Source: an optimization exercise on an open RTL-to-GDS flow (aim: small area). Production flows keep margins and buffers that such runs may drop. At most, simulation tests tie the RTL to the original design; equivalence was not proved. The RTL of runs 1, 2 and 4 was laid out without a check of its function. Power and IR drop assume default switching activity. The clock port is modelled as an ideal driver; clocking choices that lean on that would not hold on a real chip.

===== flow/config.mk =====
export PLATFORM = sky130hd
export DESIGN_NAME = hash_table
export DESIGN_NICKNAME = hash_table
export VERILOG_FILES = /design/flow/design.v
export SDC_FILE = /design/flow/constraint.sdc
export NUM_CORES = 4
export LEC_CHECK = 0
export CAP_MARGIN = 0
export CORE_MARGIN = 2
export CORE_UTILIZATION = 40
export CTS_BUF_LIST = sky130_fd_sc_hd__clkbuf_4
export SLEW_MARGIN = 0

===== flow/constraint.sdc =====
create_clock -name core_clock -period 6.0 [get_ports {clk}]
set_input_delay 1.2000 -clock core_clock [delete_from_list [all_inputs] [get_ports {clk}]]
set_output_delay 1.2000 -clock core_clock [all_outputs]
set_load 0.01 [all_outputs]

===== flow/design.v =====
`default_nettype none
module h3_hash (
    input  wire [8-1:0]    key_i,
    input  wire [(8 * 3)-1:0] matrix_i,
    output reg  [3-1:0]    adr_o
);
    integer b;
    always @(*) begin
        adr_o = {3{1'b0}};
        for (b = 0; b < 8; b = b + 1) begin
            if (key_i[b]) begin
                adr_o = adr_o ^ matrix_i[b*3 +: 3];
            end
        end
    end
endmodule
`default_nettype wire
`default_nettype none
module hash_table (
    input  wire                       clk,
    input  wire                       rst_n_i,
    input  wire                       ready_i,
    input  wire [(1 + 2 + 8 + 16)-1:0]   req_i,
    input  wire [(4 * (8 * 3))-1:0]    h3_matrix_i,
    output wire [(1 + 2 + 16 + 4)-1:0]  resp_o
);
    localparam NT    = 4;
    localparam AW    = 3;
    localparam SLOTS = 2 ** 3;
    localparam NE    = NT * SLOTS;
    localparam KW    = 8;
    localparam DW    = 16;
    localparam IW    = ((4 > 1) ? $clog2(4) : 1);
    localparam PW    = IW + AW;
    wire            req_valid = req_i[((1 + 2 + 8 + 16) - 1)];
    wire [1:0]      req_op    = req_i[(8 + 16) +: 2];
    wire [KW-1:0]   req_key   = req_i[(16) +: KW];
    wire [DW-1:0]   req_data  = req_i[0 +: DW];
    reg  [NE-1:0]     valid_q;
    reg  [NE*KW-1:0]  key_q;
    reg  [NE*DW-1:0]  data_q;
    wire [NT*AW-1:0]  adr;
    reg  [NE-1:0]     sel;
    reg  [NT-1:0]     ent_valid;
    reg  [NT*KW-1:0]  ent_key;
    reg  [NT-1:0]     hit_t;
    reg  [NT-1:0]     free_t;
    genvar g;
    generate
        for (g = 0; g < NT; g = g + 1) begin : g_hash
            h3_hash hash_0 (
                .key_i    (req_key),
                .matrix_i (h3_matrix_i[g*(8 * 3) +: (8 * 3)]),
                .adr_o    (adr[g*AW +: AW])
            );
        end
    endgenerate
    integer t, s;
    always @(*) begin
        for (t = 0; t < NT; t = t + 1) begin
            ent_valid[t]          = 1'b0;
            ent_key[t*KW +: KW]   = {KW{1'b0}};
            for (s = 0; s < SLOTS; s = s + 1) begin
                sel[t*SLOTS + s] = (adr[t*AW +: AW] == s);
                if (sel[t*SLOTS + s]) begin
                    ent_valid[t]        = ent_valid[t] | valid_q[t*SLOTS + s];
                    ent_key[t*KW +: KW] = ent_key[t*KW +: KW] | key_q[(t*SLOTS + s)*KW +: KW];
                end
            end
            hit_t[t]  = ent_valid[t] && (ent_key[t*KW +: KW] == req_key);
            free_t[t] = !ent_valid[t];
        end
    end
    reg           hit;
    reg           any_free;
    reg [NT-1:0]  first_free;
    reg [IW-1:0]  hit_idx;
    reg [AW-1:0]  hit_adr;
    always @(*) begin
        hit        = |hit_t;
        any_free   = |free_t;
        first_free = {NT{1'b0}};
        hit_idx    = {IW{1'b0}};
        hit_adr    = {AW{1'b0}};
        for (t = NT - 1; t >= 0; t = t - 1) begin
            if (free_t[t]) first_free = {NT{1'b0}} | ({{(NT-1){1'b0}}, 1'b1} << t);
        end
        for (t = 0; t < NT; t = t + 1) begin
            if (hit_t[t]) begin
                hit_idx = hit_idx | t;
                hit_adr = hit_adr | adr[t*AW +: AW];
            end
        end
    end
    wire en     = ready_i;
    wire is_rd  = (req_op == 2'd1);
    wire is_wr  = (req_op == 2'd2);
    wire is_del = (req_op == 2'd3);
    wire do_wr  = en && req_valid && is_wr && !hit && any_free;
    wire do_del = en && req_valid && is_del && hit;
    integer e;
    always @(posedge clk) begin
        for (e = 0; e < NE; e = e + 1) begin
            if (do_wr && first_free[e / SLOTS] && sel[e]) begin
                key_q[e*KW +: KW]  <= req_key;
                data_q[e*DW +: DW] <= req_data;
            end
        end
    end
    always @(posedge clk or negedge rst_n_i) begin
        if (!rst_n_i) begin
            valid_q <= {NE{1'b0}};
        end else begin
            for (e = 0; e < NE; e = e + 1) begin
                if (do_wr && first_free[e / SLOTS] && sel[e]) begin
                    valid_q[e] <= 1'b1;
                end else if (do_del && hit_t[e / SLOTS] && sel[e]) begin
                    valid_q[e] <= 1'b0;
                end
            end
        end
    end
    wire          fail = is_wr ? (hit || !any_free) : (is_rd || is_del) ? !hit : 1'b0;
    reg           r1_valid, r2_valid;
    reg  [1:0]    r1_op, r2_op;
    reg           r1_fail, r2_fail;
    reg  [PW-1:0] r1_ptr, r2_ptr;
    always @(posedge clk or negedge rst_n_i) begin
        if (!rst_n_i) begin
            r1_valid <= 1'b0;
            r2_valid <= 1'b0;
        end else if (en) begin
            r1_valid <= req_valid;
            r2_valid <= r1_valid;
        end
    end
    always @(posedge clk) begin
        if (en) begin
            r1_op   <= req_op;
            r1_fail <= fail;
            r1_ptr  <= {hit_idx, hit_adr[AW-1:1], is_wr ? hit : hit_adr[0]};
            r2_op   <= r1_op;
            r2_fail <= r1_fail;
            r2_ptr  <= r1_ptr;
        end
    end
    wire          rd_hit = (r2_op == 2'd1) && !r2_fail;
    reg  [DW-1:0] rd_data;
    always @(*) begin
        rd_data = {DW{1'b0}};
        for (e = 0; e < NE; e = e + 1) begin
            if (rd_hit && r2_ptr == e) rd_data = rd_data | data_q[e*DW +: DW];
        end
    end
    wire [4-1:0] status;
    assign status[3]    = r2_fail && (r2_op == 2'd1);
    assign status[2] = r2_fail && (r2_op == 2'd2) && r2_ptr[0];
    assign status[1]      = r2_fail && (r2_op == 2'd2) && !r2_ptr[0];
    assign status[0]  = r2_fail && (r2_op == 2'd3);
    assign resp_o = {r2_valid, r2_op, rd_data, status};
endmodule
`default_nettype wire

===== flow/run.sh =====
#!/bin/bash
# synth_recipe.tcl (not shown) runs the flow's synth.tcl, then flattens the netlist and writes it again
# the make line also repeats each setting of config.mk as NAME=value (left out here)
make -C /OpenROAD-flow-scripts/flow DESIGN_CONFIG=/design/flow/config.mk WORK_HOME=/design/flow/orfs CLKGATE_MAP_FILE= SYNTH_SCRIPT=/design/flow/synth_recipe.tcl finish

==> parameters.txt, run 1 <==
Parameter                              Value

Drt
  Number of nets still failing antenna checks after routing    0
  Average wire length per cell after detail routing    around 28 µm
  Pre-antenna DRT Iters    6
  Total routed wirelength    99,300 µm
  Detailed router's first-iteration violation count    around 2.7k
  Drt drc    0
  Drt via density    a little under 6
  Routed via count    ~21k

Synthesis
  Nets in the synthesized netlist    between 2k and 2.5k
  Synthesis-stage register bit count    around 800
  Async set-reset flop share out of synthesis    under 10%
  Number of distinct standard cells referenced by the synthesized netlist    59
  Post-Synthesis Mean Instance Area    17.0 µm²
  Post-Synthesis Cell Area    32,300 µm²
  Dominant register cell in the synthesized netlist    edfxtp_1
  Warning count from the yosys run    2
  Number of synthesized flops with an enable pin    just under 800
  Number of instances in the synthesized netlist    approximately 1.9k
  Sequential fraction of the synthesis area    roughly 76%

Layout
  Share of post-route cells with drive strength above 1    23.9%
  Highest-count cells in the layout ignoring fill and taps    edfxtp_1 (784), clkbuf_4 (277), a22oi_1 (159), clkdlybuf4s50_1 (140), nand2_1 (131)
  Area added between synthesis and finish    20.6%
  Post-route cell area    about 40,000 µm²
  Final Util    about half
  Non-filler cells in the finished layout    3,487
  Most common cell after layout, fill and taps aside    edfxtp_1
  # fillers    6,724
  Number of nets in the final layout    between 2k and 2.5k

Place
  Routability cong.    ~0.84
  Port Buf Inserts    roughly 150
  Placement Cell Area    between 30,000 and 40,000 µm²
  Post-detail-place hpwl    between 50,000 and 60,000 µm
  Number of placed cells counting well taps    ~3.1k
  Pre-CTS setup slack    -0.181 ns

Global route
  Number of global-route vias before repair    roughly 21k
  Total global-route track usage    between 20% and 30%
  Number of antenna violations at the first check in global routing    5
  Final global-route overflow total    0
  Pin count of the biggest net entering global routing    48
  Wire length of the first global-routing pass    roughly 140,000 µm

Clock tree
  TritonCTS buffer count    just under 200
  Number of H-tree levels    4
  Resize count post-CTS    0
  # hold bufs at CTS    0
  Post-CTS setup-driven buffer insertion count    0
  Maximum root-to-sink buffer count    3
  Clock tree from TritonCTS    yes
  Post-CTS clock slew at the launch and capture registers of the worst setup and hold paths    roughly 0.07 ns
  Number of sinks driven by the clock tree    818
  Clock latency reported for the late side of the worst-skew pair    1.11 ns
  Root Buffer Master    clkbuf_4

Setup path
  R2R setup slack    between 2 and 2.5 ns
  Cell with the biggest individual delay on the critical path    nor2_2
  Arrival time at the worst endpoint    approximately 4.5 ns
  Delay of the slowest critical-path stage    0.82 ns
  Worst setup path category    reg -> out
  Most prevalent standard cell on the critical path    buf_4
  CP endpoint kind    primary output
  Critical path peak fanout    13
  Worst Setup Start Kind    flop
  CP required    between 4 and 5 ns
  Cell breakdown of the critical path    nor4b_1, buf_4, nand3_1, nor2_2, buf_4, a22oi_1, nand4_1, or4_1, clkdlybuf4s50_1

Power
  Ratio of total power to cell area    335 nW/µm²
  Peak VDD IR    approximately 170 µV
  P_leak    between 10 and 15 nW
  Relative contribution of sequential cells to total power    between 40% and 50%
  Net switching power of the design    ~3.5 mW
  Fraction of power spent switching nets    26.7%
  Gate power share    16.4%
  Pint    9.56 mW
  Clock network fraction of total power    34.6%

Die
  Num ports    around 150
  Die area    ~83,000 µm²
  Core footprint    roughly 80,000 µm²
  Initial core utilization    between 40% and 50%
  Width of the die    288 µm
  Floorplan row count    104
  Die Y    around 290 µm

STA
  Worst-margin pin slew    1.25 ns
  Maximum operating frequency    177 MHz
  RSZ-0062 raised after global routing    false
  Worst slack on hold paths    0.419 ns
  Max-slew violation total from the final report    0
  Finish-stage setup viols    0
  Final period demand of the worst path    ~5.7 ns
  Period Utilization, post-route    94.4%
  Tightest slew margin relative to the limit    16.1%
  Final hold viol count    0
  Clock Skews    0.0986 ns
  Setup ws final    0.338 ns

Outcome
  Result of the run    complete, no violations

Hold path
  Class of the tightest hold or removal check    reg -> reg

Flow run
  Reported max-cap violation count    0
-- metrics by stage --
| stage | power, mW | setup TNS [ns] |
|---|---|---|
| final | 13.0 | 0 |
| after global routing | 13.6 | 0 |
| after CTS | 13.1 | 0 |
| after detailed placement | 8.65 | -17.22 |
| after global placement | 8.62 | -1.24 |
| after floorplan | 7.82 | -2.64 |
-- final cells by class --
class | count | area (µm²) | area share [%]
flip-flops and latches | 818 | 24400 | 62.6
multi-input cells | 983 | 7890 | 20.3
repair buffers | 283 | 2840 | 7.30
clock buffers | 277 | 2080 | 5.34
well taps | 1060 | 1330 | 3.41
clock inverters | 57 | 387 | 0.993
inverters | 4 | 15.0 | 0.0386
diodes | 5 | 12.5 | 0.0321
-- routing by layer --
metal | GRT usage (%) | routed length (µm) | up-vias | part of all wire [%]
met5 | 0 | 13 | - | 0.013
met4 | 8.70 | 2820 | 2 | 2.8
met3 | 5.88 | 10800 | 213 | 11
met2 | 38.0 | 46500 | 1388 | 47
met1 | 32.8 | 39300 | 10500 | 40
li1 | - | - | 8644 | -
-- critical path: cells and delay by family, from the launching register on --
family,cells,cell delay [ns]
AO/OA/AOI/OAI,1,0.10
flip-flops,1,0.45
buffers and inverters,3,1.07
AND/OR/NAND/NOR,5,1.80
-- Yosys cell counts, types with 29 or more instances --
master	number	area share (%)
nand4_1	49	0.95
a22oi_1	159	3.7
nand2_1	131	1.5
clkbuf_1	54	0.63
nor2_1	81	0.94
xor2_1	36	0.98
mux4_2	45	3.1
o41ai_1	32	0.87
mux2i_1	47	1.5
a221oi_1	58	1.6
buf_2	29	0.45
nand3_1	39	0.60
dfrtp_1	34	2.6
a22o_1	51	1.4
xnor2_1	83	2.3
edfxtp_1	784	73
-- kinds of logic (layout without fill, tap and decap cells) --
family                 count (synthesis)  count (layout)  share of synthesized area (%)
AO/OA/AOI/OAI                        377             377                           8.99
XOR/XNOR                             119             119                           3.23
buffers and inverters                103             621                           1.46
flip-flops                           818             818                           75.5
multiplexers                         103             103                           4.98
other                                  0               5                              0
AND/OR/NAND/NOR                      384             384                           5.83
-- flip-flops by register name, indices dropped and copies added, names as in the netlist --
| register | flops |
|---|---|
| r1_valid | 1 |
| r1_op | 2 |
| r2_fail | 1 |
| r2_valid | 1 |
| r2_ptr | 5 |
| valid_q | 32 |
| key_q | 256 |
| r1_ptr | 5 |
| r2_op | 2 |
| r1_fail | 1 |
| data_q | 512 |
-- final timing paths --
check / depth (start not counted) / to / start
max: 9 / resp_o[16] / r2_op[1]$_DFFE_PP_
min: 0 / r2_ptr[0]$_DFFE_PP_ / r1_ptr[0]$_DFFE_PP_
max reg2reg: 8 / key_q[75]$_DFFE_PP_ / key_q[34]$_DFFE_PP_
min reg2reg: 0 / r2_ptr[0]$_DFFE_PP_ / r1_ptr[0]$_DFFE_PP_
max in group asynchronous: 2 / valid_q[4]$_DFFE_PN0P_ / rst_n_i
min in group asynchronous: 2 / valid_q[23]$_DFFE_PN0P_ / rst_n_i
-- power groups by stage --
stage	Sequential, mW	Combinational, mW	Clock (mW)
floorplan	6.50	1.32	0
global placement	6.51	2.11	0
detailed placement	6.51	2.13	0
CTS	6.39	2.14	4.59
global route	6.40	2.30	4.87
finish	6.39	2.14	4.51
==> run 2: changes to the inputs <==
--- a/flow/config.mk
+++ b/flow/config.mk
@@ -6,7 +6,7 @@
 export NUM_CORES = 4
 export LEC_CHECK = 0
-export CAP_MARGIN = 0
+export CAP_MARGIN = 20
 export CORE_MARGIN = 2
 export CORE_UTILIZATION = 40
-export CTS_BUF_LIST = sky130_fd_sc_hd__clkbuf_4
-export SLEW_MARGIN = 0
+export CTS_BUF_LIST = sky130_fd_sc_hd__clkbuf_4 sky130_fd_sc_hd__clkbuf_8
+export SLEW_MARGIN = 20
==> run 2 against run 1 <==
  * Routed wire length hardly changed
  * Cell area is 0.19% higher
  * Critical endpoint unchanged
  * Utilization is 0.092 points higher
  * Sequential cell count stayed put
  * Critical path depth stayed put
  * Register-to-register slack better by 0.06 ns
  * Global-route usage is 0.097 points lower
  * Worst hold slack worse by 0.0071 ns
  * Combinational power hardly changed
  * Sequential share of layout area is 0.12 points lower
  * Critical path type unchanged
==> parameters.txt, run 2 <==
Parameter                              Value

Synthesis
  Area share of the largest cell type after synthesis    72.9% (unchanged)
  Multiplexer share of the synthesized area    4.98% (unchanged)
  Number of instances in the synthesized netlist    1,904 (unchanged)
  Warning count from the yosys run    2 (unchanged)
  Cell types with the highest counts after synthesis    edfxtp_1 (784), a22oi_1 (159), nand2_1 (131), xnor2_1 (83), nor2_1 (81)
  Synthesis-stage register bit count    818 (unchanged)
  Largest cells by area after synthesis    edfxtp_1 (73%), a22oi_1 (3.7%), mux4_2 (3.1%), dfrtp_1 (2.6%), xnor2_1 (2.3%)
  Post-Synthesis Mean Instance Area    17.0 µm² (unchanged)
  Number of synthesized flops with an enable pin    784 (unchanged)
  Adder-cell share of the synthesized area    0% (unchanged)
  Combinational family with the most area after synthesis    compound AO/OA/AOI/OAI gates
  Most common cell in the netlist    edfxtp_1
  Nets in the synthesized netlist    2,030 (unchanged)
  Dominant register cell in the synthesized netlist    edfxtp_1
  Cell taking the most area after synthesis    edfxtp_1
  Async set-reset flop share out of synthesis    4.16% (unchanged)
  Sequential fraction of the synthesis area    75.5% (unchanged)
  Synthesized-area fraction occupied by ao, oa, aoi and oai cells    8.99% (unchanged)
  Simple-gate share of the synthesized area    5.83% (unchanged)
  Post-Synthesis Cell Area    32,300 µm² (unchanged)
  Post-synthesis share of cell area spent on xor and xnor gates    3.23% (unchanged)
  Number of distinct standard cells referenced by the synthesized netlist    59 (unchanged)

Place
  Routability cong.    0.845 (unchanged)
  Post-detail-place hpwl    59,900 µm (+0.23%)
  Number of placed cells counting well taps    3,149 (+0.032%)
  Port Buf Inserts    148 (unchanged)

STA
  Final hold viol count    0 (unchanged)
  Clock Skews    0.0457 ns (-0.0529 ns)
  Worst slack on hold paths    0.412 ns (-0.00706 ns)
  Tightest slew margin relative to the limit    24.0% (+7.9 points)
  Maximum operating frequency    185 MHz (+4.7%)
  Worst-margin pin slew    1.14 ns (-0.117 ns)
  Finish-stage setup viols    0 (unchanged)
  Period Utilization, post-route    90.1% (-4.3 points)
  Final period demand of the worst path    5.41 ns (-0.256 ns)
  Max-slew violation total from the final report    0 (unchanged)
  RSZ-0062 raised after global routing    false

Layout
  Final Util    48.6% (+0.092 points)
  Largest registers    data_q x512, key_q x256, valid_q x32
  Number of flip-flops in the largest register    512 (unchanged)
  Number of nets in the final layout    2,352 (-2.6%)
  Largest register by flop count    data_q
  Share of post-route cells with drive strength above 1    21.9% (-2.0 points)
  # fillers    6,714 (-0.15%)
  Highest-count cells in the layout ignoring fill and taps    edfxtp_1 (784), a22oi_1 (159), clkbuf_8 (137), nand2_1 (131), clkdlybuf4s50_1 (126)
  Non-filler cells in the finished layout    3,390 (-2.8%)
  Area added between synthesis and finish    20.8%
  Most common cell after layout, fill and taps aside    edfxtp_1

Hold path
  Class of the tightest hold or removal check    reg -> reg

Clock tree
  Clock tree from TritonCTS    yes
  # hold bufs at CTS    0 (unchanged)
  Number of H-tree levels    4 (unchanged)
  Resize count post-CTS    0 (unchanged)
  Maximum root-to-sink buffer count    3 (unchanged)
  Root Buffer Master    clkbuf_8
  TritonCTS buffer count    134 (-33%)
  Clock latency reported for the late side of the worst-skew pair    0.79 ns (-0.32 ns)
  Number of sinks driven by the clock tree    818 (unchanged)
  Post-CTS clock slew at the launch and capture registers of the worst setup and hold paths    0.06 ns (about the same)
  Post-CTS setup-driven buffer insertion count    0 (unchanged)

Drt
  Detailed router's first-iteration violation count    2,818 (+5.9%)
  Total routed wirelength    99,300 µm (about the same)
  Routed via count    20.3k (-2.5%)
  Drt via density    5.98 (+0.25%)
  Average wire length per cell after detail routing    29.3 µm (+2.8%)
  Number of nets still failing antenna checks after routing    0 (unchanged)
  Pre-antenna DRT Iters    6 (unchanged)
  Drt drc    0 (unchanged)

Die
  Die Y    288 µm (unchanged)
  Initial core utilization    40.2% (unchanged)
  Die area    83,000 µm² (unchanged)
  Core footprint    80,300 µm² (unchanged)
  Width of the die    288 µm (unchanged)
  Floorplan row count    104 (unchanged)
  Num ports    149 (unchanged)

Setup path
  Arrival time at the worst endpoint    4.21 ns (-0.25 ns)
  Worst Setup Start Kind    flop
  CP endpoint kind    primary output
  CP required    4.80 ns (about the same)
  Worst setup path category    reg -> out
  Critical path peak fanout    13 (unchanged)

Global route
  Final global-route overflow total    0 (unchanged)
  Total global-route track usage    24.0% (-0.097 points)
  Number of global-route vias before repair    20.4k (-2.5%)
  Pin count of the biggest net entering global routing    48 (unchanged)
  Number of antenna violations at the first check in global routing    3 (-2)
  Wire length of the first global-routing pass    143,000 µm (-0.57%)

Power
  Overall power after layout    13.2 mW (+1.5%)
  Peak VDD IR    178 µV (+2.1%)
  Ratio of total power to cell area    339 nW/µm² (+1.3%)
  P_leak    12.8 nW (-0.53%)

Flow run
  Reported max-cap violation count    0 (unchanged)

Outcome
  Result of the run    complete, no violations
run 2: path summary, 6_finish.rpt:
path,startpoint,end,slack [ns],cells after the start
min in group asynchronous,rst_n_i,r2_valid$_DFFE_PN0P_,0.85,2
hold reg to reg,r1_op[0]$_DFFE_PP_,r2_op[0]$_DFFE_PP_,0.41,0
setup / recovery,r2_op[1]$_DFFE_PP_,resp_o[16],0.59,9
max in group asynchronous,rst_n_i,valid_q[6]$_DFFE_PN0P_,4.79,2
setup reg to reg,valid_q[16]$_DFFE_PN0P_,data_q[454]$_DFFE_PP_,2.51,6
hold / removal,r1_op[0]$_DFFE_PP_,r2_op[0]$_DFFE_PP_,0.41,0
run 2: worst max-delay path, cell delays in order (launching register included):
cell	delay [ns]
edfxtp_1	0.45
nor4b_1	0.37
buf_4	0.24
nand3_1	0.23
nor2_2	0.81
buf_4	0.28
a22oi_1	0.10
nand4_1	0.19
or4_1	0.21
clkdlybuf4s50_1	0.55
run 2: logic make-up after synthesis:
logic type,Yosys count
flops,818
compound gates,377
xor+xnor,119
buf+inv,103
mux,103
simple gates,384
run 2: routing by layer:
layer  GRT usage [%]  up-vias  part of all wire, %
met5               0        -                0.013
met4            7.93        2                  2.8
met3            5.21      199                   10
met2            38.1     1280                   47
met1            33.1    10400                   39
li1                -     8415                    -
run 2: where the power goes:
group / switching (mW) / internal, mW / total [mW]
Clock: 2.25 / 2.47 / 4.71
Combinational: 1.21 / 0.932 / 2.14
Sequential: 0.0397 / 6.35 / 6.39
Total: 3.49 / 9.75 / 13.2
run 2: area by class of cell:
type                            count  area [µm²]  area share [%]
Clock buffer                      181        2220            5.68
Inverter                            4        15.0          0.0385
Sequential cell                   818       24400            62.5
Tap cell                         1060        1330            3.40
Timing Repair Buffer              285        2820            7.23
Multi-Input combinational cell    983        7890            20.2
Clock inverter                     58         357           0.914
Antenna cell                        1        2.50         0.00641
run 2: stage by stage:
stage	instance area [µm²]	worst slack [ns]	TNS [ns]
CTS	39100	0.544	0
finish	39000	0.594	0
detailed placement	36500	-0.0856	-2.67
floorplan	32300	-0.0275	-2.64
global placement	36500	-0.0575	-1.24
global route	39000	0.386	0
==> run 3: changes to the inputs <==
--- a/flow/design.v
+++ b/flow/design.v
@@ -125,4 +125,5 @@
     reg  [1:0]    r1_op, r2_op;
     reg           r1_fail, r2_fail;
+    reg           r1_hit, r2_hit;
     reg  [PW-1:0] r1_ptr, r2_ptr;
     always @(posedge clk or negedge rst_n_i) begin
@@ -139,7 +140,9 @@
             r1_op   <= req_op;
             r1_fail <= fail;
-            r1_ptr  <= {hit_idx, hit_adr[AW-1:1], is_wr ? hit : hit_adr[0]};
+            r1_hit  <= hit;
+            r1_ptr  <= {hit_idx, hit_adr};
             r2_op   <= r1_op;
             r2_fail <= r1_fail;
+            r2_hit  <= r1_hit;
             r2_ptr  <= r1_ptr;
         end
@@ -155,6 +158,6 @@
     wire [4-1:0] status;
     assign status[3]    = r2_fail && (r2_op == 2'd1);
-    assign status[2] = r2_fail && (r2_op == 2'd2) && r2_ptr[0];
-    assign status[1]      = r2_fail && (r2_op == 2'd2) && !r2_ptr[0];
+    assign status[2] = r2_fail && (r2_op == 2'd2) && r2_hit;
+    assign status[1]      = r2_fail && (r2_op == 2'd2) && !r2_hit;
     assign status[0]  = r2_fail && (r2_op == 2'd3);
     assign resp_o = {r2_valid, r2_op, rd_data, status};
--- a/flow/config.mk
+++ b/flow/config.mk
@@ -9,4 +9,3 @@
 export CORE_MARGIN = 2
 export CORE_UTILIZATION = 40
-export CTS_BUF_LIST = sky130_fd_sc_hd__clkbuf_4 sky130_fd_sc_hd__clkbuf_8
 export SLEW_MARGIN = 20
==> run 3 against run 2 <==
  * Highest routed layer is now met4
  * Non-clock buffer count rose by 54
  * Utilization rose by 0.83 points
  * Still clean on timing, DRC and antenna
  * Final cell count fell by 0.47%
==> parameters.txt, run 3 <==
Parameter                              Value

Drt
  Detailed router's first-iteration violation count    2,719 (-3.5%)
  Drt via density    5.94 (-0.63%)
  Number of nets still failing antenna checks after routing    0 (unchanged)
  Pre-antenna DRT Iters    5 (-1)
  Detail Route met2 WL    47,900 µm (+2.0%)
  Total routed wirelength    99,500 µm (+0.23%)
  Total length of routed met3 wires    8730 µm (-15%)
  Drt drc    0 (unchanged)
  Routed via count    20.0k (-1.1%)
  Highest metal layer used by the detailed router    met4
  Length of routed wiring on met1    39,900 µm (+1.9%)
  Average wire length per cell after detail routing    29.5 µm (+0.70%)

Die
  Die area    83,200 µm² (+0.16%)
  Initial core utilization    40.3% (+0.067 points)
  Core footprint    80,300 µm² (unchanged)
  Floorplan row count    104 (unchanged)
  Width of the die    288 µm (about the same)
  Die Y    288 µm (about the same)
  Num ports    149 (unchanged)

Clock tree
  Clock latency reported for the late side of the worst-skew pair    0.66 ns (-0.13 ns)
  Clock tree from TritonCTS    yes
  Post-CTS clock slew at the launch and capture registers of the worst setup and hold paths    0.06 ns (about the same)
  # hold bufs at CTS    0 (unchanged)
  Resize count post-CTS    0 (unchanged)
  TritonCTS buffer count    85 (-37%)
  Post-CTS setup-driven buffer insertion count    0 (unchanged)
  Maximum root-to-sink buffer count    3 (unchanged)
  Root Buffer Master    clkbuf_16
  Number of sinks driven by the clock tree    820 (+0.24%)
  Number of H-tree levels    3 (-1)

Synthesis
  Adder-cell share of the synthesized area    0% (unchanged)
  Multiplexer share of the synthesized area    4.38% (-0.59 points)
  Post-synthesis share of cell area spent on xor and xnor gates    3.67% (+0.44 points)
  Cell taking the most area after synthesis    edfxtp_1
  Cell types with the highest counts after synthesis    edfxtp_1 (786), a22oi_1 (164), nand2_1 (144), xnor2_1 (73), a221oi_1 (69)
  Number of instances in the synthesized netlist    1,908 (+0.21%)
  Number of distinct standard cells referenced by the synthesized netlist    61 (+3.4%)
  Sequential fraction of the synthesis area    75.6% (about the same)
  Combinational family with the most area after synthesis    compound AO/OA/AOI/OAI gates
  Simple-gate share of the synthesized area    5.96% (+0.13 points)
  Nets in the synthesized netlist    2,034 (+0.20%)
  Number of synthesized flops with an enable pin    786 (+0.26%)
  Async set-reset flop share out of synthesis    4.15% (-0.010 points)
  Largest cells by area after synthesis    edfxtp_1 (73%), a22oi_1 (3.8%), dfrtp_1 (2.6%), mux4_2 (2.5%), xnor2_1 (2.0%)
  Dominant register cell in the synthesized netlist    edfxtp_1
  Area share of the largest cell type after synthesis    72.9% (about the same)
  Post-Synthesis Cell Area    32,400 µm² (+0.17%)
  Warning count from the yosys run    2 (unchanged)
  Post-Synthesis Mean Instance Area    17.0 µm² (about the same)
  Synthesis-stage register bit count    820 (+0.24%)
  Most common cell in the netlist    edfxtp_1
  Synthesized-area fraction occupied by ao, oa, aoi and oai cells    9.07% (+0.082 points)

STA
  Worst-margin pin slew    1.17 ns (+0.0304 ns)
  Worst slack on hold paths    0.411 ns (-0.000614 ns)
  Max-slew violation total from the final report    0 (unchanged)
  Maximum operating frequency    175 MHz (-5.4%)
  Period Utilization, post-route    95.2% (+5.1 points)
  Finish-stage setup viols    0 (unchanged)
  Tightest slew margin relative to the limit    21.8% (-2.1 points)
  Final period demand of the worst path    5.71 ns (+0.307 ns)
  Setup TNS    0 ns (unchanged)
  RSZ-0062 raised after global routing    false
  Final hold viol count    0 (unchanged)
  Clock Skews    0.0579 ns (+0.0122 ns)

Layout
  Largest register by flop count    data_q
  Highest-count cells in the layout ignoring fill and taps    edfxtp_1 (786), a22oi_1 (164), buf_4 (153), nand2_1 (144), clkdlybuf4s50_1 (134)
  Largest registers    data_q x512, key_q x256, valid_q x32
  Number of flip-flops in the largest register    512 (unchanged)
  Number of nets in the final layout    2,372 (+0.85%)
  Area added between synthesis and finish    22.6%
  # fillers    6,538 (-2.6%)
  Antenna diode instance count    0 (-1)
  Most common cell after layout, fill and taps aside    edfxtp_1
  Share of post-route cells with drive strength above 1    19.6% (-2.3 points)

Global route
  Pin count of the biggest net entering global routing    38 (-21%)
  Final global-route overflow total    0 (unchanged)
  Wire length of the first global-routing pass    142,000 µm (-0.35%)
  Number of antenna violations at the first check in global routing    3 (unchanged)
  Number of global-route vias before repair    20.0k (-1.5%)
  Total global-route track usage    23.9% (-0.14 points)

Place
  Port Buf Inserts    148 (unchanged)
  Routability cong.    0.856 (+1.4%)
  Post-detail-place hpwl    61,500 µm (+2.8%)

Setup path
  CP required    4.80 ns (about the same)
  Worst R2R Path Depth    12 (+6)
  Endpoint of the worst-slack reg-to-reg timing path    data_q[108]$_DFFE_PP_
  R2R setup slack    2.50 ns (about the same)
  Critical path peak fanout    9 (-4)
  CP endpoint kind    primary output
  Start point of the critical path    r2_op[1]$_DFFE_PP_
  Worst setup path category    reg -> out
  Worst Setup Start Kind    flop
  RR Startpoint    key_q[39]$_DFFE_PP_
  Arrival time at the worst endpoint    4.51 ns (+0.30 ns)

Flow run
  Reported max-cap violation count    0 (unchanged)

Hold path
  Startpoint of the worst hold path    r1_op[0]$_DFFE_PP_
  Class of the tightest hold or removal check    reg -> reg
  Cell count of the worst hold path    0 (unchanged)
  End point of the most critical hold path    r2_op[0]$_DFFE_PP_

Outcome
  Result of the run    complete, no violations

Power
  Peak VDD IR    221 µV (+24%)
  Ratio of total power to cell area    345 nW/µm² (+1.6%)
  Overall power after layout    13.7 mW (+3.3%)
  P_leak    13.0 nW (+2.1%)
-- run 3: cells by family (layout without fill, tap and decap cells) --
family / count (synthesis) / count (layout)
buffers and inverters: 90 / 496
muxes: 91 / 91
AOI/OAI and AO/OA: 386 / 386
xor gates and xnor gates: 124 / 124
and+or+nand+nor: 397 / 397
DFF: 820 / 820
-- run 3: metrics by stage --
stage / cell area [µm²] / cells / setup slack, ns / util [%]
2_1_floorplan: 32400 / 1908 / -0.840 / -
3_3_place_gp: 37000 / 3217 / -0.0965 / 46.0
3_5_place_dp: 37000 / 3219 / -0.178 / 46.1
4_1_cts: 39700 / 3374 / 0.191 / 49.4
5_1_grt: 39700 / 3374 / 0.172 / 49.4
6_report: 39700 / 3374 / 0.287 / 49.4
-- run 3: area by class of cell --
cell class                      instances  area, µm²  area share (%)
Multi-Input combinational cell        998       7870            19.8
Sequential cell                       820      24500            61.6
Inverter                                2       7.51          0.0189
Clock buffer                          104       2240            5.64
Tap cell                             1060       1330            3.34
Timing Repair Buffer                  339       3330            8.39
Clock inverter                         51        460            1.16
-- run 3: how the worst max path moves through the flow --
stage,endpoint,depth (start not counted),slack [ns]
after CTS,resp_o[16],8,0.19
after global placement,data_q[349]$_DFFE_PP_,17,-0.1
after floorplan,data_q[272]$_DFFE_PP_,14,-0.84
final,resp_o[12],8,0.29
after detailed placement,data_q[340]$_DFFE_PP_,17,-0.18
after global routing,resp_o[5],9,0.17
-- run 3: critical path: stages (launching register included) --
cell and delay, ns:
edfxtp_1 0.57, nor4b_1 0.65, nand3b_1 0.28, nor2_2 0.87
buf_4 0.38, a22oi_1 0.15, nand3_1 0.17, or4_1 0.21
clkdlybuf4s50_1 0.57
-- run 3: power breakdown --
group	switching [mW]	total, mW	leakage (nW)	internal (mW)
Sequential	0.0434	6.41	7.54	6.37
Clock	2.24	5.09	1.30	2.85
Combinational	1.23	2.18	4.19	0.957
Total	3.51	13.7	13.0	10.2
-- run 3: per-layer routing --
metal,vias to the layer above,GRT usage [%]
li1,8395,-
met1,10400,32.7
met2,1069,39.3
met3,177,4.12
met4,0,7.01
met5,-,0
==> run 4: changes to the inputs <==
--- a/flow/design.v
+++ b/flow/design.v
@@ -125,5 +125,4 @@
     reg  [1:0]    r1_op, r2_op;
     reg           r1_fail, r2_fail;
-    reg           r1_hit, r2_hit;
     reg  [PW-1:0] r1_ptr, r2_ptr;
     always @(posedge clk or negedge rst_n_i) begin
@@ -140,9 +139,7 @@
             r1_op   <= req_op;
             r1_fail <= fail;
-            r1_hit  <= hit;
-            r1_ptr  <= {hit_idx, hit_adr};
+            r1_ptr  <= {hit_idx, hit_adr[AW-1:1], is_wr ? hit : hit_adr[0]};
             r2_op   <= r1_op;
             r2_fail <= r1_fail;
-            r2_hit  <= r1_hit;
             r2_ptr  <= r1_ptr;
         end
@@ -158,6 +155,6 @@
     wire [4-1:0] status;
     assign status[3]    = r2_fail && (r2_op == 2'd1);
-    assign status[2] = r2_fail && (r2_op == 2'd2) && r2_hit;
-    assign status[1]      = r2_fail && (r2_op == 2'd2) && !r2_hit;
+    assign status[2] = r2_fail && (r2_op == 2'd2) && r2_ptr[0];
+    assign status[1]      = r2_fail && (r2_op == 2'd2) && !r2_ptr[0];
     assign status[0]  = r2_fail && (r2_op == 2'd3);
     assign resp_o = {r2_valid, r2_op, rd_data, status};
==> flow/flow/run.sh (new file) <==
#!/bin/bash
# The standard ORFS layout (standard.sh) with these layout choices changed:
#  - synthesis maps the logic with an area-oriented abc script (flow/synth.tcl, flow/abc_area.script);
#    everything else in it is synth_recipe.tcl, and the registers are the standard synthesis's
#  - port buffers are buf_1 cells (every port still gets its own buffer)
#  - CTS clusters up to 30 sinks (diameter 100 um) per leaf buffer and inserts no dummy loads
# The full make output goes to flow_make.log; ORFS keeps each step's log under orfs/logs/.
set -euo pipefail
cd "$(dirname "$0")/.."
export MY_ABC_SCRIPT=$PWD/flow/abc_area.script
bash standard.sh \
  "SYNTH_SCRIPT=$PWD/flow/synth.tcl" \
  "BUFFER_PORTS_ARGS=-buffer_cell sky130_fd_sc_hd__buf_1" \
  "CTS_ARGS=-sink_clustering_enable -repair_clock_nets -dont_use_dummy_load -sink_clustering_size 30 -sink_clustering_max_diameter 100" \
  finish > flow_make.log 2>&1
==> flow/flow/abc_area.script (new file) <==
&get -n
&st
&syn3
&dch
&nf -R 1000
&put
==> flow/flow/synth.tcl (new file) <==
proc synth {args} { yosys synth -nofsm -noshare {*}$args }
# synth_recipe.tcl with the abc call given an area-oriented mapping script (flow/abc_area.script).
# Registers are mapped (dfflibmap) before abc, so they are the same as in the standard synthesis.
proc abc {args} {
  set i [lsearch -exact $args -script]
  if { $i >= 0 && [info exists ::env(MY_ABC_SCRIPT)] } { lset args [expr {$i + 1}] $::env(MY_ABC_SCRIPT) }
  yosys abc {*}$args
}
source $::env(SCRIPTS_DIR)/synth.tcl
# left out here: clear keep_hierarchy, flatten, clean up, hide names made inside functions, write 1_2_yosys.v
==> flow/standard.sh (new file) <==
#!/bin/bash
# synth_recipe.tcl (not shown) runs the flow's synth.tcl, then flattens the netlist and writes it again
# the make line also repeats each setting of config.mk as NAME=value (left out here)
make -C /OpenROAD-flow-scripts/flow DESIGN_CONFIG=/design/flow/config.mk WORK_HOME=/design/flow/orfs CLKGATE_MAP_FILE= SYNTH_SCRIPT=/design/flow/synth_recipe.tcl "${@:-finish}"
removed: flow/run.sh
==> run 4 against run 3 <==
  * Still clean on timing, DRC and antenna
  * Fmax is 2.1% higher
  * Die area is 5.0% lower
  * Routed wire length is 19% lower
  * Count of clock-buffer cells in the layout is 70 lower
  * Cell area is 11% lower
==> parameters.txt, run 4 <==
Parameter                              Value

Layout
  Most common cell after layout, fill and taps aside    edfxtp_1
  Number of flip-flops in the largest register    512 (unchanged)
  Area added between synthesis and finish    14.5%
  Highest-count cells in the layout ignoring fill and taps    edfxtp_1 (784), nand2_1 (168), a22oi_1 (146), buf_1 (139), buf_4 (131)
  Share of post-route cells with drive strength above 1    11.5% (-8.1 points)
  Largest registers    data_q x512, key_q x256, valid_q x32
  Number of nets in the final layout    2,270 (-4.3%)
  Non-filler cells in the finished layout    3,172 (-6.0%)
  Final Util    46.3% (-3.1 points)
  Largest register by flop count    data_q
  Antenna diode instance count    0 (unchanged)

Power
  Pint    7.95 mW (-22%)
  Net switching power of the design    2.64 mW (-25%)
  Peak VDD IR    163 µV (-26%)
  P_leak    10.9 nW (-16%)
  Overall power after layout    10.6 mW (-23%)
  Ratio of total power to cell area    301 nW/µm² (-13%)
  Fraction of power spent switching nets    24.9% (-0.73 points)
  Gate power share    14.9% (-1.1 points)
  Clock network fraction of total power    24.8% (-12 points)
  Relative contribution of sequential cells to total power    60.2% (+13 points)

Global route
  Number of global-route vias before repair    18.0k (-10%)
  Pin count of the biggest net entering global routing    37 (-2.6%)
  Number of antenna violations at the first check in global routing    0 (-3)
  Wire length of the first global-routing pass    119,000 µm (-17%)
  Final global-route overflow total    0 (unchanged)
  Total global-route track usage    20.3% (-3.6 points)

Die
  Core footprint    75,900 µm² (-5.4%)
  Num ports    149 (unchanged)
  Die Y    281 µm (-2.5%)
  Floorplan row count    101 (-2.9%)
  Width of the die    281 µm (-2.5%)
  Initial core utilization    40.5% (+0.15 points)
  Die area    79,000 µm² (-5.0%)

Flow run
  Reported max-cap violation count    0 (unchanged)

Hold path
  Cell count of the worst hold path    0 (unchanged)
  End point of the most critical hold path    r2_ptr[4]$_DFFE_PP_
  Class of the tightest hold or removal check    reg -> reg
  Startpoint of the worst hold path    r1_ptr[4]$_SDFFCE_PP1P_

STA
  Max-slew violation total from the final report    0 (unchanged)
  Clock Skews    0.113 ns (+0.0555 ns)
  Final period demand of the worst path    5.60 ns (-0.115 ns)
  Finish-stage setup viols    0 (unchanged)
  Worst-margin pin slew    0.981 ns (-0.187 ns)
  Tightest slew margin relative to the limit    34.6% (+13 points)
  Maximum operating frequency    179 MHz (+2.1%)
  Period Utilization, post-route    93.3% (-1.9 points)
  Setup TNS    0 ns (unchanged)
  RSZ-0062 raised after global routing    false
  Final hold viol count    0 (unchanged)
  Worst slack on hold paths    0.392 ns (-0.0194 ns)

Synthesis
  Async set-reset flop share out of synthesis    4.16% (+0.010 points)
  Most common cell in the netlist    edfxtp_1
  Dominant register cell in the synthesized netlist    edfxtp_1
  Warning count from the yosys run    2 (unchanged)
  Post-Synthesis Mean Instance Area    17.1 µm² (+0.87%)
  Cell types with the highest counts after synthesis    edfxtp_1 (784), nand2_1 (168), a22oi_1 (146), a222oi_1 (122), nor2_1 (100)
  Number of distinct standard cells referenced by the synthesized netlist    40 (-34%)
  Sequential fraction of the synthesis area    79.4% (+3.8 points)
  Number of instances in the synthesized netlist    1,796 (-5.9%)
  Largest cells by area after synthesis    edfxtp_1 (77%), a222oi_1 (4.0%), a22oi_1 (3.6%), dfrtp_1 (2.8%), xnor2_1 (2.4%)
  Post-Synthesis Cell Area    30,700 µm² (-5.1%)
  Nets in the synthesized netlist    1,922 (-5.5%)
  Number of synthesized flops with an enable pin    784 (-0.25%)
  Synthesis-stage register bit count    818 (-0.24%)
  Area share of the largest cell type after synthesis    76.6% (+3.7 points)
  Cell taking the most area after synthesis    edfxtp_1

Clock tree
  Number of sinks driven by the clock tree    818 (-0.24%)
  TritonCTS buffer count    34 (-60%)
  Clock latency reported for the late side of the worst-skew pair    0.62 ns (-0.04 ns)
  Clock tree from TritonCTS    yes
  Root Buffer Master    clkbuf_16
  Maximum root-to-sink buffer count    3 (unchanged)
  Number of H-tree levels    2 (-1)
  Post-CTS clock slew at the launch and capture registers of the worst setup and hold paths    0.11 ns (+0.05 ns)

Outcome
  Result of the run    complete, no violations

Setup path
  Worst R2R Path Depth    14 (+2)
  R2R setup slack    2.38 ns (-0.12 ns)
  CP required    6.26 ns (+1.46 ns)
  Critical path peak fanout    22 (+13)
  Endpoint of the worst-slack reg-to-reg timing path    data_q[422]$_DFFE_PP_
  CP endpoint kind    flop
  Worst Setup Start Kind    primary input
  RR Startpoint    key_q[236]$_DFFE_PP_
  Arrival time at the worst endpoint    5.86 ns (+1.35 ns)
  Worst setup path category    in -> reg

Drt
  Total routed wirelength    80,900 µm (-19%)
  Drt via density    5.79 (-2.5%)
  Length of routed wiring on met1    33,900 µm (-15%)
  Detail Route met2 WL    40,100 µm (-16%)
  Pre-antenna DRT Iters    7 (+2)
  Average wire length per cell after detail routing    25.5 µm (-13%)
  Total length of routed met3 wires    5740 µm (-34%)
  Routed via count    18.4k (-8.3%)
  Highest metal layer used by the detailed router    met4
  Number of nets still failing antenna checks after routing    0 (unchanged)
  Detailed router's first-iteration violation count    2,598 (-4.5%)
  Drt drc    0 (unchanged)

Place
  Post-detail-place hpwl    53,600 µm (-13%)
  Number of placed cells counting well taps    3,138 (-2.5%)
  Port Buf Inserts    148 (unchanged)
  Routability cong.    0.875 (+2.2%)
[run 4: changes by cell type in the layout (fill, tap and decap cells not counted), sizes merged, moves of 37 or more]
cell | before | now
clkbuf | 104 | 43
a22o | 54 | 16
a222oi | 0 | 122
mux4 | 38 | 0
buf | 205 | 304
clkdlybuf4s50 | 134 | 0
a221oi | 70 | 33
[run 4: final cells by class]
| type | count | area [µm²] |
|---|---|---|
| multi-input combinational | 945 | 6300 |
| clock buffer | 34 | 851 |
| tap | 1030 | 1290 |
| fill | 6534 | 40800 |
| timing repair buffer | 313 | 2230 |
| sequential | 818 | 24400 |
| inverter | 32 | 120 |
[run 4: kinds of logic after synthesis]
kind of cell,count (synthesis),share of synthesized area [%]
AO/OA/AOI/OAI,409,10.5
flip-flops,818,79.4
AND/OR/NAND/NOR,418,6.32
XOR/XNOR,118,3.36
buffers and inverters,33,0.415
[run 4: metal layers]
layer / global-route usage, % / vias up
met5: 0 / -
met4: 3.66 / 0
met3: 2.63 / 73
met2: 34.1 / 785
met1: 28.5 / 9424
li1: - / 8089
[run 4: worst max-delay path by stage]
stage | start | endpoint | slack [ns] | cells past startpoint
global placement | req_i[20] | data_q[425]$_DFFE_PP_ | -0.16 | 21
floorplan | h3_matrix_i[3] | data_q[384]$_DFFE_PP_ | -0.02 | 14
CTS | req_i[22] | key_q[214]$_DFFE_PP_ | 0.22 | 21
detailed placement | req_i[20] | data_q[304]$_DFFE_PP_ | -0.39 | 21
finish | req_i[22] | data_q[422]$_DFFE_PP_ | 0.40 | 21
global route | req_i[20] | key_q[153]$_DFFE_PP_ | 0.001 | 21
[run 4: metrics by stage]
stage	cell area, µm²	worst slack (ns)
3_5_place_dp	34300	-0.386
2_1_floorplan	30700	-0.0250
4_1_cts	35200	0.216
6_report	35200	0.402
5_1_grt	35200	0.00116
3_3_place_gp	34300	-0.163
[run 4: worst max-delay path, stage by stage]
cell and delay [ns]:
clkbuf_2 0.27, nand2_1 0.13, xnor2_1 0.16, xnor2_1 0.23, xnor2_1 0.23, or2_0 0.30
nor2_1 0.60, a22oi_1 0.27, nand4_1 0.20, xor2_1 0.16, nor3_1 0.09, nand3_1 0.23
clkinv_1 0.15, nor2_1 0.23, nand3_1 0.14, nor4_1 0.37, buf_4 0.19, nand4b_1 0.13
buf_4 0.20, nor2_2 0.16, buf_12 0.21
[run 4: timing repair]
action | in CTS | in global routing
resized for setup | 0 | 6
hold buffers | 0 | 0
setup buffers | 0 | 0
endpoints found under the setup margin | 0 | 750
[run 4: power groups by stage]
stage / Clock (mW) / Combinational, mW / Sequential (mW)
6_report: 2.63 / 1.58 / 6.38
4_1_cts: 2.69 / 1.58 / 6.37
2_1_floorplan: 0 / 0.882 / 6.49
5_1_grt: 2.88 / 1.72 / 6.38
3_3_place_gp: 0 / 1.56 / 6.50
3_5_place_dp: 0 / 1.58 / 6.50
==> run 5: changes to the inputs <==
--- a/flow/design.v
+++ b/flow/design.v
@@ -102,5 +102,5 @@
     always @(posedge clk) begin
         for (e = 0; e < NE; e = e + 1) begin
-            if (do_wr && first_free[e / SLOTS] && sel[e]) begin
+            if (en && !valid_q[e]) begin
                 key_q[e*KW +: KW]  <= req_key;
                 data_q[e*DW +: DW] <= req_data;
==> run 5 against run 4 <==
  * Still clean on timing, DRC and antenna
  * Critical path depth shrank 1
  * Total power grew 13%
  * Routed wire length up 0.60%
  * Utilization down 0.69 points
  * Final cell count increased by 0.13%
  * Fmax grew 0.88%
  * Global-route usage down 0.21 points
  * Highest routed layer unchanged
==> parameters.txt, run 5 <==
Parameter                              Value

Power
  Ratio of total power to cell area    344 nW/µm² (+14%)
  Gate power share    18.1% (+3.2 points)
  Net switching power of the design    3.26 mW (+24%)
  Pint    8.71 mW (+9.6%)
  Fraction of power spent switching nets    27.3% (+2.4 points)
  Relative contribution of sequential cells to total power    60.9% (+0.7 points)
  Peak VDD IR    225 µV (+38%)
  P_leak    11.4 nW (+4.5%)
  Clock network fraction of total power    21.1% (-3.7 points)

Synthesis
  Warning count from the yosys run    2 (unchanged)
  Number of synthesized flops with an enable pin    784 (unchanged)
  Sequential fraction of the synthesis area    78.9% (-0.54 points)
  Post-Synthesis Mean Instance Area    17.0 µm² (-0.65%)
  Synthesis-stage register bit count    818 (unchanged)
  Most common cell in the netlist    edfxtp_1
  Largest cells by area after synthesis    edfxtp_1 (76%), a222oi_1 (3.9%), a22oi_1 (3.4%), dfrtp_1 (2.8%), nand2_1 (2.5%)
  Post-Synthesis Cell Area    30,900 µm² (+0.68%)
  Dominant register cell in the synthesized netlist    edfxtp_1
  Area share of the largest cell type after synthesis    76.1% (-0.52 points)
  Number of instances in the synthesized netlist    1,820 (+1.3%)
  Cell taking the most area after synthesis    edfxtp_1
  Nets in the synthesized netlist    1,946 (+1.2%)
  Number of distinct standard cells referenced by the synthesized netlist    37 (-7.5%)
  Async set-reset flop share out of synthesis    4.16% (unchanged)
  Cell types with the highest counts after synthesis    edfxtp_1 (784), nand2_1 (207), a22oi_1 (142), a222oi_1 (120), xnor2_1 (86)

Clock tree
  Post-CTS setup-driven buffer insertion count    0 (unchanged)
  # hold bufs at CTS    0 (unchanged)
  Number of H-tree levels    1 (-1)
  Number of sinks driven by the clock tree    818 (unchanged)
  Post-CTS clock slew at the launch and capture registers of the worst setup and hold paths    0.11 ns (about the same)
  Resize count post-CTS    0 (unchanged)
  Maximum root-to-sink buffer count    3 (unchanged)
  Clock tree from TritonCTS    yes
  Clock latency reported for the late side of the worst-skew pair    0.63 ns (about the same)
  TritonCTS buffer count    31 (-8.8%)
  Root Buffer Master    clkbuf_16

Drt
  Number of nets still failing antenna checks after routing    0 (unchanged)
  Detailed router's first-iteration violation count    2,550 (-1.8%)
  Routed via count    18.5k (+0.67%)
  Total routed wirelength    81,400 µm (+0.60%)
  Drt drc    0 (unchanged)
  Detail Route met2 WL    39,600 µm (-1.0%)
  Average wire length per cell after detail routing    25.6 µm (+0.47%)
  Highest metal layer used by the detailed router    met4
  Drt via density    5.82 (+0.55%)
  Pre-antenna DRT Iters    6 (-1)
  Total length of routed met3 wires    5910 µm (+3.1%)
  Length of routed wiring on met1    34,000 µm (+0.27%)

STA
  Finish-stage setup viols    0 (unchanged)
  Clock Skews    0.0510 ns (-0.0624 ns)
  Maximum operating frequency    180 MHz (+0.88%)
  RSZ-0062 raised after global routing    false
  Max-slew violation total from the final report    0 (unchanged)
  Final period demand of the worst path    5.55 ns (-0.0488 ns)
  Worst slack on hold paths    0.432 ns (+0.0398 ns)
  Final hold viol count    0 (unchanged)
  Tightest slew margin relative to the limit    33.9% (-0.71 points)
  Worst-margin pin slew    0.990 ns (+0.00860 ns)
  Period Utilization, post-route    92.5% (-0.81 points)
  Setup TNS    0 ns (unchanged)

Outcome
  Result of the run    complete, no violations

Layout
  Post-route cell area    34,800 µm² (-1.2%)
  Sequential cell area    24,400 µm² (unchanged)
  Number of flip-flops in the largest register    512 (unchanged)
  Largest register by flop count    data_q
  Largest registers    data_q x512, key_q x256, valid_q x32
  Non-filler cells in the finished layout    3,176 (+0.13%)
  Highest-count cells in the layout ignoring fill and taps    edfxtp_1 (784), nand2_1 (207), buf_4 (148), a22oi_1 (142), buf_1 (138)
  Number of nets in the final layout    2,274 (+0.18%)
  Area of combinational cells with multiple inputs    6560 µm² (+4.1%)
  Share of post-route cells with drive strength above 1    10.4% (-1.1 points)
  # fillers    6,666 (+2.0%)
  Antenna diode instance count    0 (unchanged)
  Area added between synthesis and finish    12.4%
  Most common cell after layout, fill and taps aside    edfxtp_1

Setup path
  Most prevalent standard cell on the critical path    xnor2_1
  Cell with the biggest individual delay on the critical path    nor2_1
  Worst Setup Start Kind    primary input
  CP endpoint kind    flop
  CP required    6.54 ns (+0.28 ns)
  Cell breakdown of the critical path    clkbuf_2, nand2_1, xnor2_1, xnor2_1, xnor2_1, nand2b_1, nor2_1, a22oi_1, nand3_1, a21oi_1, xor2_1, nand3_1, nor4_1, buf_4, or2_0, or3_1, buf_4, nor4_2, nand4b_1, o21ai_0
  Arrival time at the worst endpoint    6.09 ns (+0.23 ns)
  Worst setup path category    in -> reg
  Delay of the slowest critical-path stage    0.74 ns (+0.14 ns)
  Critical path peak fanout    14 (-36%)
  R2R setup slack    2.59 ns (+0.21 ns)

Global route
  Final global-route overflow total    0 (unchanged)
  Number of global-route vias before repair    18.3k (+1.5%)
  Wire length of the first global-routing pass    118,000 µm (-0.67%)
  Total global-route track usage    20.1% (-0.21 points)
  Pin count of the biggest net entering global routing    53 (+43%)
  Number of antenna violations at the first check in global routing    0 (unchanged)

Die
  Die area    79,600 µm² (+0.67%)
  Floorplan row count    101 (unchanged)
  Width of the die    282 µm (+0.34%)
  Initial core utilization    40.6% (+0.14 points)
  Die Y    282 µm (+0.34%)
  Num ports    149 (unchanged)
  Core footprint    76,200 µm² (+0.33%)

Place
  Post-detail-place hpwl    50,500 µm (-5.9%)
  Placement Cell Area    34,000 µm² (-0.93%)
  Number of placed cells counting well taps    3,145 (+0.22%)
  Routability cong.    0.870 (-0.62%)
  Port Buf Inserts    148 (unchanged)

Hold path
  Class of the tightest hold or removal check    reg -> reg

Flow run
  Reported max-cap violation count    0 (unchanged)
[run 5: cell types whose count changed after synthesis, moves of 4 or more]
cell and change:
a22o_1 +4, a22oi_1 -4, a32o_1 +6, and2_0 -5, and3_1 +5, and4_1 +5
clkinv_1 -10, nand2_1 +39, nand4_1 -7, nor2_1 -21, nor2b_1 +31, o21ai_0 -30
o31ai_1 +6
[run 5: logic make-up (layout without fill, tap and decap cells)]
kind of cell | after synthesis | in the layout | share of synthesized area (%)
and+or+nand+nor | 467 | 467 | 7.17
buffers and inverters | 23 | 349 | 0.291
AOI/OAI and AO/OA | 393 | 393 | 10.3
DFF | 818 | 818 | 78.9
xor gates and xnor gates | 119 | 119 | 3.37
[run 5: stage by stage]
step,power [mW],worst slack (ns),util (%)
final,12.0,0.451,45.6
after global routing,12.4,0.0594,45.6
after CTS,12.0,0.454,45.6
after detailed placement,9.58,-0.248,44.6
after global placement,9.52,-0.0307,44.6
after floorplan,8.56,0.682,-
[run 5: cell type report]
type	count	area share, %
multi-input cells	979	18.9
inverters	22	0.237
clock buffers	31	2.23
flip-flops and latches	818	70.1
repair buffers	296	4.83
well taps	1030	3.71
[run 5: critical path, delay by kind of cell]
kind | cells | cell delay [ns]
xor+xnor | 4 | 0.89
buf+inv | 3 | 0.69
compound gates | 3 | 0.60
simple gates | 10 | 2.68
[run 5: power groups by stage]
stage          clock network [mW]  registers, mW  logic [mW]
2_1_floorplan                   0           7.36        1.20
4_1_cts                      2.57           7.29        2.17
5_1_grt                      2.74           7.34        2.34
3_3_place_gp                    0           7.38        2.14
3_5_place_dp                    0           7.42        2.17
6_report                     2.52           7.28        2.16
[run 5: worst paths after layout]
check,end,cells after the start,startpoint
max in group asynchronous,valid_q[8]$_DFFE_PN0P_,1,rst_n_i
setup reg to reg,valid_q[24]$_DFFE_PN0P_,13,key_q[225]$_DFFE_PP_
setup / recovery,valid_q[24]$_DFFE_PN0P_,20,req_i[20]
hold / removal,r2_ptr[2]$_DFFE_PP_,0,r1_ptr[2]$_DFFE_PP_
hold reg to reg,r2_ptr[2]$_DFFE_PP_,0,r1_ptr[2]$_DFFE_PP_
min in group asynchronous,r2_valid$_DFFE_PN0P_,1,rst_n_i
[run 5: per-layer routing]
metal	vias to the layer above	GRT usage, %
met5	-	0
met3	100	2.63
met4	0	4.69
li1	8131	-
met2	789	34.3
met1	9475	27.4
==> run 6: changes to the inputs <==
--- a/flow/config.mk
+++ b/flow/config.mk
@@ -9,3 +9,4 @@
 export CORE_MARGIN = 2
 export CORE_UTILIZATION = 40
+export GPL_TIMING_DRIVEN = 0
 export SLEW_MARGIN = 20
==> run 6 against run 5 <==
  * Sequential power hardly changed
  * Final cell count is 2.1% lower
  * Still clean
  * Critical path type unchanged
  * Utilization is 1.1 points higher
  * Cell area is 2.5% higher
  * Setup slack worse by 0.11 ns
==> parameters.txt, run 6 <==
Parameter                              Value

Clock tree
  # hold bufs at CTS    0 (unchanged)
  Post-CTS clock slew at the launch and capture registers of the worst setup and hold paths    0.11 ns (about the same)
  TritonCTS buffer count    31 (unchanged)
  Clock tree from TritonCTS    yes
  Number of sinks driven by the clock tree    818 (unchanged)
  Root Buffer Master    clkbuf_16
  Number of H-tree levels    1 (unchanged)
  Maximum root-to-sink buffer count    3 (unchanged)
  Clock latency reported for the late side of the worst-skew pair    0.62 ns (about the same)

STA
  Final period demand of the worst path    5.66 ns (+0.114 ns)
  Finish-stage setup viols    0 (unchanged)
  Clock Skews    0.0439 ns (-0.00717 ns)
  Setup ws final    0.337 ns (-0.114 ns)
  Period Utilization, post-route    94.4% (+1.9 points)
  Worst-margin pin slew    0.968 ns (-0.0221 ns)
  Final hold viol count    0 (unchanged)
  Tightest slew margin relative to the limit    35.4% (+1.5 points)
  Maximum operating frequency    177 MHz (-2.0%)
  Max-slew violation total from the final report    0 (unchanged)

Synthesis
  Post-Synthesis Cell Area    30,900 µm² (unchanged)
  Cell taking the most area after synthesis    edfxtp_1
  Synthesized-area fraction occupied by ao, oa, aoi and oai cells    10.3% (unchanged)
  Number of instances in the synthesized netlist    1,820 (unchanged)
  Area share of the largest cell type after synthesis    76.1% (unchanged)
  Synthesis-stage register bit count    818 (unchanged)
  Number of synthesized flops with an enable pin    784 (unchanged)
  Largest cells by area after synthesis    edfxtp_1 (76%), a222oi_1 (3.9%), a22oi_1 (3.4%), dfrtp_1 (2.8%), nand2_1 (2.5%)
  Warning count from the yosys run    2 (unchanged)
  Simple-gate share of the synthesized area    7.17% (unchanged)
  Nets in the synthesized netlist    1,946 (unchanged)
  Combinational family with the most area after synthesis    compound AO/OA/AOI/OAI gates
  Cell types with the highest counts after synthesis    edfxtp_1 (784), nand2_1 (207), a22oi_1 (142), a222oi_1 (120), xnor2_1 (86)
  Number of distinct standard cells referenced by the synthesized netlist    37 (unchanged)
  Dominant register cell in the synthesized netlist    edfxtp_1
  Sequential fraction of the synthesis area    78.9% (unchanged)
  Post-Synthesis Mean Instance Area    17.0 µm² (unchanged)
  Post-synthesis share of cell area spent on xor and xnor gates    3.37% (unchanged)
  Adder-cell share of the synthesized area    0% (unchanged)
  Async set-reset flop share out of synthesis    4.16% (unchanged)
  Most common cell in the netlist    edfxtp_1
  Multiplexer share of the synthesized area    0% (unchanged)

Die
  Die area    79,600 µm² (unchanged)
  Core footprint    76,200 µm² (unchanged)
  Initial core utilization    40.6% (unchanged)
  Die Y    282 µm (unchanged)
  Num ports    149 (unchanged)
  Floorplan row count    101 (unchanged)
  Width of the die    282 µm (unchanged)

Power
  Peak VDD IR    211 µV (-6.2%)
  Ratio of total power to cell area    340 nW/µm² (-1.3%)
  Net switching power of the design    3.32 mW (+1.9%)
  Pint    8.78 mW (+0.85%)
  Clock network fraction of total power    20.7% (-0.4 points)
  Fraction of power spent switching nets    27.5% (+0.21 points)
  Gate power share    19.1% (+1.0 points)
  P_leak    11.6 nW (+1.8%)
  Relative contribution of sequential cells to total power    60.2% (-0.7 points)

Layout
  Area of combinational cells with multiple inputs    7070 µm² (+7.9%)
  Most common cell after layout, fill and taps aside    edfxtp_1
  Post-route cell area    35,600 µm² (+2.5%)
  Share of post-route cells with drive strength above 1    11.9% (+1.5 points)
  Final Util    46.8% (+1.1 points)
  Largest register by flop count    data_q
  Highest-count cells in the layout ignoring fill and taps    edfxtp_1 (784), nand2_1 (207), a22oi_1 (142), buf_1 (124), a222oi_1 (120)
  Sequential cell area    24,400 µm² (unchanged)
  Area added between synthesis and finish    15.2%
  Number of nets in the final layout    2,206 (-3.0%)
  Largest registers    data_q x512, key_q x256, valid_q x32
  Number of flip-flops in the largest register    512 (unchanged)
  # fillers    6,456 (-3.2%)

Place
  Placement Cell Area    34,500 µm² (+1.5%)
  Pre-CTS setup slack    -1.82 ns (-1.57 ns)
  Post-detail-place hpwl    51,600 µm (+2.2%)
  Port Buf Inserts    148 (unchanged)
  Routability cong.    0.850 (-2.3%)

Setup path
  Worst Setup Start Kind    primary input
  Delay of the slowest critical-path stage    0.43 ns (-0.31 ns)
  Cell with the biggest individual delay on the critical path    nor4_2
  Arrival time at the worst endpoint    6.20 ns (+0.11 ns)
  CP required    6.54 ns (about the same)
  Cell family with the largest share of critical-path delay    simple AND/OR/NAND/NOR gates
  R2R setup slack    2.36 ns (-0.23 ns)
  Worst setup path category    in -> reg
  Buffers & Inverters on Critical Path    4 (+1)
  Critical path peak fanout    27 (+13)
  Cell breakdown of the critical path    buf_2, buf_12, nand2_1, xor2_1, xnor2_2, xor2_4, nor2_2, a22o_1, a221oi_1, nand3_1, xor2_1, nor4_4, buf_4, or2_0, or3_1, nor4_2, buf_4, nand3b_1, o21ai_0
  CP endpoint kind    flop

Outcome
  Result of the run    complete, no violations

Global route
  Number of global-route vias before repair    18.1k (-1.1%)
  Wire length of the first global-routing pass    116,000 µm (-1.6%)
  Final global-route overflow total    0 (unchanged)
  Number of antenna violations at the first check in global routing    1 (+1)
  Pin count of the biggest net entering global routing    40 (-25%)
  Total global-route track usage    19.6% (-0.44 points)

Drt
  Pre-antenna DRT Iters    8 (+2)
  Drt drc    0 (unchanged)
  Routed via count    18.2k (-1.6%)
  Drt via density    5.86 (+0.56%)
  Number of nets still failing antenna checks after routing    0 (unchanged)
  Average wire length per cell after detail routing    25.5 µm (-0.65%)
  Detailed router's first-iteration violation count    2,471 (-3.1%)
  Total routed wirelength    79,200 µm (-2.7%)

Flow run
  Reported max-cap violation count    0 (unchanged)

Hold path
  Class of the tightest hold or removal check    in -> async
-- run 6: cell counts after synthesis --
No cell type changed its count.
-- run 6: stage by stage --
step                power, mW  std cells  hold WS [ns]  TNS [ns]
floorplan                8.56       1820         0.400         0
global placement         9.33       2998         0.401   -113.24
detailed placement       9.60       3069         0.406    -57.56
CTS                      12.1       3100         0.347         0
global route             12.6       3108         0.348   -0.0141
finish                   12.1       3109         0.365         0
-- run 6: logic make-up (layout without fill, tap and decap cells) --
group | after synthesis | in the layout
AOI/OAI and AO/OA | 393 | 393
xor gates and xnor gates | 119 | 119
buffers and inverters | 23 | 281
DFF | 818 | 818
other | 0 | 1
and+or+nand+nor | 467 | 467
-- run 6: cell type report --
| type | instances | area share [%] |
|---|---|---|
| Clock buffer | 31 | 2.18 |
| Timing Repair Buffer | 227 | 5.67 |
| Antenna cell | 1 | 0.00702 |
| Multi-Input combinational cell | 979 | 19.8 |
| Sequential cell | 818 | 68.4 |
| Inverter | 22 | 0.232 |
| Tap cell | 1030 | 3.62 |
| Buffer | 1 | 0.0211 |
-- run 6: metal layers --
metal / vias to the layer above / track usage [%] / routed length [µm]
li1: 8000 / - / -
met4: 0 / 4.20 / 1640
met5: - / 0 / 0
met2: 770 / 33.2 / 38900
met1: 9346 / 27.4 / 33000
met3: 91 / 2.28 / 5650
-- run 6: final timing paths --
check | start | cells past startpoint | endpoint
worst max-delay path | req_i[20] | 19 | valid_q[13]$_DFFE_PN0P_
worst min-delay path | rst_n_i | 1 | r2_valid$_DFFE_PN0P_
worst max register to register | key_q[160]$_DFFE_PP_ | 11 | valid_q[2]$_DFFE_PN0P_
worst min register to register | r1_op[1]$_DFFE_PP_ | 0 | r2_op[1]$_DFFE_PP_
max in group asynchronous | rst_n_i | 2 | valid_q[21]$_DFFE_PN0P_
min in group core_clock | r1_op[1]$_DFFE_PP_ | 0 | r2_op[1]$_DFFE_PP_
-- run 6: power groups by stage --
| stage | logic [mW] | registers, mW | clock network [mW] |
|---|---|---|---|
| 6_report | 2.31 | 7.29 | 2.50 |
| 5_1_grt | 2.49 | 7.35 | 2.71 |
| 4_1_cts | 2.23 | 7.29 | 2.54 |
| 3_5_place_dp | 2.18 | 7.42 | 0 |
| 3_3_place_gp | 1.91 | 7.42 | 0 |
| 2_1_floorplan | 1.20 | 7.36 | 0 |
-- run 6: timing repair --
action | 4_1_cts | 5_1_grt
endpoints found under the setup margin | 32 | 32
setup buffers | 0 | 8
cloned | 0 | 0
resized for setup | 23 | 36
pin swaps | 0 | 4

==> static timing again, ports no longer ideal <==
In the flow no input, the clock included, has a driving cell. The finished layouts below were timed again as built, in two steps.
Step 1 sets driving cells, clkbuf_16 on the clock port and buf_2 on the other inputs (assumed; they add their load-dependent delay and slew).
Step 2 also shifts input and output timing later by t, the mid clock arrival at the registers, as if the neighbouring blocks saw the same clock.
a / b / c = no drivers / after step 1 / after step 2; a / b = the first two.
| run | t (ns) | slack for setup (ns) | worst setup path after step 2 | pins driven straight from the clock port |
|---|---|---|---|---|
| run 1 | 1.122 | 0.338 / 0.275 / -0.240 | input to register | 1 |
| run 2 | 0.827 | 0.594 / 0.534 / -0.155 | input to register | 1 |
| run 3 | 0.701 | 0.287 / 0.213 / -0.064 | input to register | 1 |
| run 4 | 0.623 | 0.402 / 0.443 / -0.180 | input to register | 1 |
| run 5 | 0.676 | 0.451 / 0.485 / -0.191 | input to register | 1 |
| run 6 | 0.672 | 0.337 / 0.373 / -0.299 | input to register | 1 |
With both steps, setup timing fails in every run listed, where it was met with ideal ports. The setup slack of run 2, which loses most, moves by -0.060 ns with the drivers and by -0.749 ns with both steps.
